Context: an optimization exercise on an open-source flow, tuned for small area, a short achievable clock period and few clock cycles per item. The choices shown serve that exercise and are no tape-out recipe.
Only simulation tests tie the RTL to the original design; equivalence was not proved.
The clock port is modelled as an ideal driver, which makes a skipped or thinned clock tree look cheaper than it is; a real chip needs a root buffer or a tree.
No activity file was given, so power comes from the tool's default toggle rates.

==> job 5473 <==
==> flow/design.v <==
`default_nettype none
package pool_buffer_pkg;
    typedef logic [32-1:0] pixel_t;
    typedef pixel_t [4-1:0] pixel_vec_t;
    typedef struct packed {
        pixel_vec_t top_left;
        pixel_vec_t top_right;
        pixel_vec_t bot_left;
        pixel_vec_t bot_right;
    } window_t;
    typedef struct packed {
        window_t                 window;
        logic [$clog2(((6 / 2) * (4 / 2)))-1:0] window_idx;
        logic                    last;
    } window_beat_t;
    typedef struct packed {
        logic [1:0]              bank_sel;
        logic [$clog2(((6 / 2) * (4 / 2)))-1:0] addr;
        pixel_vec_t              data;
    } bank_wr_t;
    typedef enum logic {
        ST_FILL,
        ST_DRAIN
    } buf_state_e;
endpackage
`default_nettype wire
`timescale 1ns/1ps
`default_nettype none
module pool_buffer_top (
    input  wire                           clk,
    input  wire                           rst_n,
    input  wire                           in_valid,
    input  wire pool_buffer_pkg::pixel_vec_t in_data,
    output logic                          in_ready,
    output logic                          out_valid,
    input  wire                           out_ready,
    output pool_buffer_pkg::window_beat_t out_beat
);
    localparam int DEPTH = 6 + 1;
    localparam logic [$clog2(((6 / 2) * (4 / 2)))-1:0] WIN_LAST = $clog2(((6 / 2) * (4 / 2)))'(((6 / 2) * (4 / 2)) - 1);
    logic [$clog2(((6 / 2) * (4 / 2)))-1:0]     win;
    logic                        r0;
    logic                        c0;
    logic                        br_q;
    logic                        last_q;
    logic                        accept;
    logic [$clog2(((6 / 2) * (4 / 2)))-1:0]     win_next;
    logic                        r0_next;
    logic                        c0_next;
    pool_buffer_pkg::pixel_vec_t hist [DEPTH];
    assign in_ready  = !br_q || out_ready;
    assign accept    = in_valid && in_ready;
    assign out_valid = in_valid && br_q;
    always_comb begin
        out_beat.window.top_left  = hist[0];
        out_beat.window.top_right = hist[1];
        out_beat.window.bot_left  = hist[DEPTH-1];
        out_beat.window.bot_right = in_data;
        out_beat.window_idx       = win;
        out_beat.last             = last_q;
    end
    always_ff @(posedge clk) begin
        if (accept) begin
            for (int k = 0; k < DEPTH - 1; k++) begin
                hist[k] <= hist[k+1];
            end
            hist[DEPTH-1] <= in_data;
        end
    end
    always_comb begin
        win_next = win;
        r0_next  = r0;
        c0_next  = !c0;
        if (c0) begin
            case (win)
                3'd0:    win_next = 3'd1;
                3'd1:    win_next = 3'd2;
                3'd2:    win_next = r0 ? 3'd3 : 3'd0;
                3'd3:    win_next = 3'd4;
                3'd4:    win_next = 3'd5;
                default: win_next = r0 ? 3'd0 : 3'd3;
            endcase
            if (win == 3'd2 || win == 3'd5) begin
                r0_next = !r0;
            end
        end
    end
    always_ff @(posedge clk or negedge rst_n) begin
        if (!rst_n) begin
            win    <= '0;
            r0     <= 1'b0;
            c0     <= 1'b0;
            br_q   <= 1'b0;
            last_q <= 1'b0;
        end else if (accept) begin
            win    <= win_next;
            r0     <= r0_next;
            c0     <= c0_next;
            br_q   <= r0_next && c0_next;
            last_q <= (win_next == WIN_LAST);
        end
    end
endmodule
`default_nettype wire
==> flow/flow/run.sh <==
#!/bin/bash
set -euo pipefail
here=$(pwd)
bash standard.sh "BUFFER_PORTS_ARGS=-buffer_cell sky130_fd_sc_hd__buf_1" \
  "PRE_CTS_TCL=$here/flow/pre_cts.tcl" finish > flow_make.log 2>&1
==> flow/flow/my_cts.tcl <==
# Two-level clock tree built directly: the clock port drives a few root
# buffers, each root drives a group of leaf buffers, each leaf drives a
# compact cluster of flip-flop clock pins. Every sink sees the same number
# of buffer stages (root + leaf), so the tree is balanced by construction.
proc my_build_clock_tree { {leaf_size 28} {n_roots 4} {leaf_cell sky130_fd_sc_hd__clkbuf_16} } {
  set db [ord::get_db]
  set block [ord::get_db_block]
  set buf_master [$db findMaster sky130_fd_sc_hd__clkbuf_16]
  set leaf_master [$db findMaster $leaf_cell]
  set clk_net [$block findNet clk]
  $clk_net setSigType CLOCK

  # sinks: every instance pin on the clock net
  set sinks {}
  foreach it [$clk_net getITerms] {
    set inst [$it getInst]
    set bb [$inst getBBox]
    set x [expr {([$bb xMin] + [$bb xMax]) / 2}]
    set y [expr {([$bb yMin] + [$bb yMax]) / 2}]
    lappend sinks [list $it $x $y]
  }
  set n [llength $sinks]
  set n_leaves [expr {int(ceil(double($n) / $leaf_size))}]
  # vertical strips, each cut along y into groups, so clusters stay compact
  set n_strips [expr {max(1, int(round(sqrt($n_leaves))))}]
  set sx [lsort -integer -index 1 $sinks]
  set per_strip [expr {int(ceil(double($n) / $n_strips))}]
  set leaves {}
  for {set s 0} {$s < $n_strips} {incr s} {
    set strip [lrange $sx [expr {$s * $per_strip}] [expr {($s + 1) * $per_strip - 1}]]
    if {[llength $strip] == 0} { continue }
    set sy [lsort -integer -index 2 $strip]
    set k [expr {int(ceil(double([llength $sy]) / $leaf_size))}]
    set per [expr {int(ceil(double([llength $sy]) / $k))}]
    for {set i 0} {$i < [llength $sy]} {incr i $per} {
      lappend leaves [lrange $sy $i [expr {$i + $per - 1}]]
    }
  }

  # leaf buffers at the centroid of their cluster
  set leaf_info {}
  set li 0
  foreach grp $leaves {
    set sxs 0; set sys 0
    foreach s $grp { incr sxs [lindex $s 1]; incr sys [lindex $s 2] }
    set cx [expr {$sxs / [llength $grp]}]
    set cy [expr {$sys / [llength $grp]}]
    set inst [odb::dbInst_create $block $leaf_master "clkbuf_leaf_${li}_clk"]
    set net [odb::dbNet_create $block "clknet_leaf_${li}_clk"]
    $net setSigType CLOCK
    $inst setLocation $cx $cy
    $inst setPlacementStatus PLACED
    foreach s $grp {
      set it [lindex $s 0]
      $it disconnect
      $it connect $net
    }
    [$inst findITerm X] connect $net
    lappend leaf_info [list $inst $cx $cy]
    incr li
  }

  # root buffers, each feeding the leaves of one region
  set n_roots [expr {min($n_roots, [llength $leaf_info])}]
  set rx [expr {max(1, int(round(sqrt($n_roots))))}]
  set lx [lsort -integer -index 1 $leaf_info]
  set per_col [expr {int(ceil(double([llength $lx]) / $rx))}]
  set groups {}
  for {set c 0} {$c < $rx} {incr c} {
    set col [lrange $lx [expr {$c * $per_col}] [expr {($c + 1) * $per_col - 1}]]
    if {[llength $col] == 0} { continue }
    set ly [lsort -integer -index 2 $col]
    set k [expr {max(1, $n_roots / $rx)}]
    set per [expr {int(ceil(double([llength $ly]) / $k))}]
    for {set i 0} {$i < [llength $ly]} {incr i $per} {
      lappend groups [lrange $ly $i [expr {$i + $per - 1}]]
    }
  }
  set ri 0
  foreach grp $groups {
    set sxs 0; set sys 0
    foreach l $grp { incr sxs [lindex $l 1]; incr sys [lindex $l 2] }
    set cx [expr {$sxs / [llength $grp]}]
    set cy [expr {$sys / [llength $grp]}]
    set inst [odb::dbInst_create $block $buf_master "clkbuf_root_${ri}_clk"]
    set net [odb::dbNet_create $block "clknet_root_${ri}_clk"]
    $net setSigType CLOCK
    $inst setLocation $cx $cy
    $inst setPlacementStatus PLACED
    foreach l $grp { [[lindex $l 0] findITerm A] connect $net }
    [$inst findITerm X] connect $net
    [$inst findITerm A] connect $clk_net
    incr ri
  }
  puts "my_build_clock_tree: $n sinks, [llength $leaf_info] leaf buffers, $ri root buffers"
}

proc my_is_buffer { inst } {
  return [regexp {^sky130_fd_sc_hd__(buf|bufbuf|clkbuf)_[0-9]+$} [[$inst getMaster] getName]]
}

proc my_driver { net } {
  foreach it [$net getITerms] {
    if {[$it isOutputSignal]} { return $it }
  }
  return ""
}

proc my_sta_pin { it } {
  return [get_pins "[[$it getInst] getName]/[[$it getMTerm] getName]"]
}

proc my_center { inst } {
  set bb [$inst getBBox]
  return [list [expr {([$bb xMin] + [$bb xMax]) / 2}] [expr {([$bb yMin] + [$bb yMax]) / 2}]]
}

# Rebuilds the buffer tree that drives the flip-flop enable pins (DE) as two
# balanced levels of buffers, clustered like the clock tree leaves.
proc my_build_enable_tree { leaf_master root_master n_roots } {
  set block [ord::get_db_block]
  set dbu [$block getDefUnits]
  # DE pins and the buffers between them and the logic that drives them
  set bufs [dict create]
  set roots [dict create]
  foreach inst [$block getInsts] {
    set de [$inst findITerm DE]
    if {$de == "NULL" || $de == ""} { continue }
    set net [$de getNet]
    while {1} {
      set drv [my_driver $net]
      if {$drv == ""} { break }
      set dinst [$drv getInst]
      if {![my_is_buffer $dinst]} { break }
      dict set bufs [$dinst getName] $dinst
      set net [[$dinst findITerm A] getNet]
    }
    dict set roots [$net getName] $net
  }
  # move every load of those buffers' nets (other than the buffers
  # themselves) onto the root net, then delete the buffers
  set moved [dict create]
  dict for {bname binst} $bufs {
    set onet [[$binst findITerm X] getNet]
    set rnet [[$binst findITerm A] getNet]
    while {[dict exists $bufs [[[my_driver $rnet] getInst] getName]]} {
      set rnet [[[[my_driver $rnet] getInst] findITerm A] getNet]
    }
    foreach it [$onet getITerms] {
      if {[$it isOutputSignal]} { continue }
      if {[dict exists $bufs [[$it getInst] getName]]} { continue }
      dict set moved $it [$rnet getName]
    }
  }
  dict for {it rname} $moved {
    $it disconnect
    $it connect [$block findNet $rname]
  }
  dict for {bname binst} $bufs {
    set onet [[$binst findITerm X] getNet]
    odb::dbInst_destroy $binst
    if {[llength [$onet getITerms]] == 0 && [llength [$onet getBTerms]] == 0} {
      odb::dbNet_destroy $onet
    }
  }
  set names [dict keys $bufs]
  # group the DE pins by root net again, now that they hang on it directly
  set roots2 [dict create]
  foreach inst [$block getInsts] {
    set de [$inst findITerm DE]
    if {$de == "NULL" || $de == ""} { continue }
    dict lappend roots2 [[$de getNet] getName] $de
  }
  set roots $roots2
  set bi 0
  dict for {root_name des} $roots {
    # clusters: DE pins of flip-flops on the same clock leaf net
    set clusters [dict create]
    foreach de $des {
      set ck [[[$de getInst] findITerm CLK] getNet]
      dict lappend clusters [$ck getName] $de
    }
    set leaves {}
    dict for {ck grp} $clusters {
      set sx 0; set sy 0
      foreach de $grp {
        lassign [my_center [$de getInst]] x y
        incr sx $x; incr sy $y
      }
      set cx [expr {double($sx) / [llength $grp] / $dbu}]
      set cy [expr {double($sy) / [llength $grp] / $dbu}]
      set binst [insert_buffer -buffer_cell $leaf_master -net [get_nets $root_name] \
        -load_pins [lmap de $grp {my_sta_pin $de}] -location [list $cx $cy]]
      lappend leaves [list [get_full_name $binst] $cx $cy]
      incr bi
    }
    # root level: split the leaves into n_roots groups by position
    set lx [lsort -real -index 1 $leaves]
    set nr [expr {min($n_roots, [llength $leaves])}]
    set per [expr {int(ceil(double([llength $lx]) / $nr))}]
    for {set i 0} {$i < [llength $lx]} {incr i $per} {
      set grp [lsort -real -index 2 [lrange $lx $i [expr {$i + $per - 1}]]]
      set sx 0; set sy 0
      foreach l $grp { set sx [expr {$sx + [lindex $l 1]}]; set sy [expr {$sy + [lindex $l 2]}] }
      insert_buffer -buffer_cell $root_master -net [get_nets $root_name] \
        -load_pins [lmap l $grp {get_pins [lindex $l 0]/A}] \
        -location [list [expr {$sx / [llength $grp]}] [expr {$sy / [llength $grp]}]]
      incr bi
    }
  }
  # the gate driving each tree root now drives only a few root buffers; give
  # it a strong drive if it is a plain inverter or buffer
  set db [ord::get_db]
  dict for {root_name des} $roots {
    set drv [my_driver [$block findNet $root_name]]
    if {$drv == ""} { continue }
    set dinst [$drv getInst]
    set m [[$dinst getMaster] getName]
    if {[regexp {^sky130_fd_sc_hd__(clkinvlp|clkinv|inv)_[0-9]+$} $m]} {
      $dinst swapMaster [$db findMaster sky130_fd_sc_hd__inv_8]
    } elseif {[regexp {^sky130_fd_sc_hd__(buf|clkbuf)_[0-9]+$} $m]} {
      $dinst swapMaster [$db findMaster sky130_fd_sc_hd__buf_8]
    }
  }
  puts "my_build_enable_tree: removed [llength $names] buffers, [dict size $roots] root nets, $bi buffers inserted"
}
==> flow/flow/pre_cts.tcl <==
# Replaces TritonCTS with a directly built two-level clock tree, and rebuilds
# the buffer tree of the flip-flop enables as two balanced levels clustered
# like the clock leaves (my_cts.tcl). The rest of ORFS's CTS step
# (legalisation, setup and hold repair) runs as usual.
source [file join [file dirname [info script]] my_cts.tcl]
rename clock_tree_synthesis __orfs_clock_tree_synthesis
proc clock_tree_synthesis { args } {
  my_build_clock_tree 30 4 sky130_fd_sc_hd__buf_12
  set_propagated_clock [all_clocks]
  my_build_enable_tree sky130_fd_sc_hd__buf_4 sky130_fd_sc_hd__buf_16 4
}
==> flow/standard.sh <==
#!/bin/bash
# synth_recipe.tcl (not shown) runs the flow's synth.tcl, then flattens the netlist and writes it again
# the make line also repeats each setting of config.mk as NAME=value (left out here)
make -C /OpenROAD-flow-scripts/flow DESIGN_CONFIG=/design/flow/config.mk WORK_HOME=/design/flow/orfs CLKGATE_MAP_FILE= SYNTH_SCRIPT=/design/flow/synth_recipe.tcl "${@:-finish}"
==> flow/config.mk <==
export PLATFORM = sky130hd
export DESIGN_NAME = pool_buffer_top
export DESIGN_NICKNAME = pool_buffer_top
export VERILOG_FILES = /design/flow/design.v
export SDC_FILE = /design/flow/constraint.sdc
export NUM_CORES = 4
export LEC_CHECK = 0
export CAP_MARGIN = 20
export CORE_MARGIN = 2
export CORE_UTILIZATION = 60
export PLACE_DENSITY = 0.72
export SETUP_SLACK_MARGIN = 2.0
export SLEW_MARGIN = 20
==> flow/constraint.sdc <==
create_clock -name core_clock -period 4.0 [get_ports {clk}]
set_input_delay 0.8000 -clock core_clock [delete_from_list [all_inputs] [get_ports {clk}]]
set_output_delay 0.8000 -clock core_clock [all_outputs]
set_load 0.01 [all_outputs]
==> job 808: changes against job 5473 <==
--- a/flow/flow/my_cts.tcl
+++ b/flow/flow/my_cts.tcl
@@ -3,9 +3,8 @@
 # compact cluster of flip-flop clock pins. Every sink sees the same number
 # of buffer stages (root + leaf), so the tree is balanced by construction.
-proc my_build_clock_tree { {leaf_size 28} {n_roots 4} {leaf_cell sky130_fd_sc_hd__clkbuf_16} } {
+proc my_build_clock_tree { {leaf_size 28} {n_roots 4} } {
   set db [ord::get_db]
   set block [ord::get_db_block]
   set buf_master [$db findMaster sky130_fd_sc_hd__clkbuf_16]
-  set leaf_master [$db findMaster $leaf_cell]
   set clk_net [$block findNet clk]
   $clk_net setSigType CLOCK
@@ -46,5 +45,5 @@
     set cx [expr {$sxs / [llength $grp]}]
     set cy [expr {$sys / [llength $grp]}]
-    set inst [odb::dbInst_create $block $leaf_master "clkbuf_leaf_${li}_clk"]
+    set inst [odb::dbInst_create $block $buf_master "clkbuf_leaf_${li}_clk"]
     set net [odb::dbNet_create $block "clknet_leaf_${li}_clk"]
     $net setSigType CLOCK
--- a/flow/flow/pre_cts.tcl
+++ b/flow/flow/pre_cts.tcl
@@ -6,5 +6,5 @@
 rename clock_tree_synthesis __orfs_clock_tree_synthesis
 proc clock_tree_synthesis { args } {
-  my_build_clock_tree 30 4 sky130_fd_sc_hd__buf_12
+  my_build_clock_tree 30 4
   set_propagated_clock [all_clocks]
   my_build_enable_tree sky130_fd_sc_hd__buf_4 sky130_fd_sc_hd__buf_16 4
CORE_UTILIZATION = 70   (was 60)
PLACE_DENSITY = 0.8   (was 0.72)
SETUP_SLACK_MARGIN = 2.15   (was 2.0)
==> summary of the runs <==
In job 5473 the hold slack is higher than in job 808, by 0.020 ns. Of job 808 and job 5473, job 808 has the higher utilization (gap 15 points). Against job 5473, the sequential share of layout area of job 808 is lower by 3.2 points. In synthesized area, job 5473 and job 808 do not differ. Fmax: job 5473 is lower than job 808 (about 1.8%). Job 5473 completed with no timing, DRC or antenna violations. Job 808 produced a clean layout. In sequential power, job 808 and job 5473 hardly differ. Synthesized cell count is the same in job 5473 and job 808. Against job 808, the via count of job 5473 is smaller by about 9%. Of job 808 and job 5473, job 808 has the higher wire length (gap 33%, measured against job 5473). Of job 808 and job 5473, job 5473 has the higher register-to-register slack (gap 0.10 ns). Against job 808, the total power of job 5473 is smaller by 3.7%.
==> figures <==
|  | job 5473 | job 808 |
|---|---|---|
| Power attributed to the clock group | 3.97 mW | 4.24 mW |
| Antenna fix cells | 2 | 1 |
| Clk Latency, worst-skew pair | 0.37 ns | 0.39 ns |
| Amount of wire on met2 after detailed routing | 23600 µm | 32500 µm |
| Layout Cells excl Fill | 2266 | 2226 |
| Result of the run | no timing/DRC/antenna violations | no timing/DRC/antenna violations |
| Core Rows | 79 | 73 |
| CP arrival | 1.19 ns | 1.15 ns |
| Worst hold slack | 0.317 ns | 0.297 ns |
| Sequential share of cell area | 85.4% | 82.3% |
| Logic depth of the worst register-to-register path | 5 | 6 |
| Total die area | 48900 µm² | 42000 µm² |
| Fill cell instance count of the final layout | 2856 | 1676 |
| Via-per-instance ratio | 5.04 | 5.61 |
| Total Nets Final | 1792 | 1837 |
| Fin Clk Skew | 0.0253 ns | 0.0410 ns |
| Minimum clock period | 1.99 ns | 1.95 ns |
| Number of instances in the placed design | 2199 | 2136 |
| Placeable Area | 46600 µm² | 39800 µm² |
| Worst slew margin relative to its limit | 74.7% | 71.4% |
| Post-route cell area | 31700 µm² | 32900 µm² |
| Fraction of the core area covered by cells at the end of the flow | 68.1% | 82.7% |
| Final worst path period share | 49.7% | 48.9% |
Testbench counts of job 5473, summed over its fixed seeds: cycles 1,536, frames 64.
Testbench counts of job 808, summed over its fixed seeds: cycles 1,536, frames 64.
In every run of this note, the design's own scripts or RTL, not TritonCTS, make the clock network.

-- separate check: timing with driven ports --
In the flow no input, the clock included, has a driving cell. The finished layouts below were timed again as built, in two steps. Step 1: set_driving_cell puts a clkbuf_16 on clk and a buf_2 on each other input, an assumption about the parent block. Step 2 moves the port delays by t, midway between the first and last clock arrival at a register: inputs arrive t later, outputs are due t later. That takes back most of the time a late clock gives input paths. Three values: no drivers, after step 1, after step 2; two values: the first two.
run	t (ns)	setup WS [ns]	worst slew at a driven data input, ns
job 5473	0.471	2.011 / 1.957 / 1.850	0.11
job 808	0.492	2.046 / 1.984 / 1.767	0.11
After both steps every run listed still meets setup and hold. For job 808, which loses most, drivers alone change the setup slack by -0.062 ns; drivers and shift together by -0.279 ns.
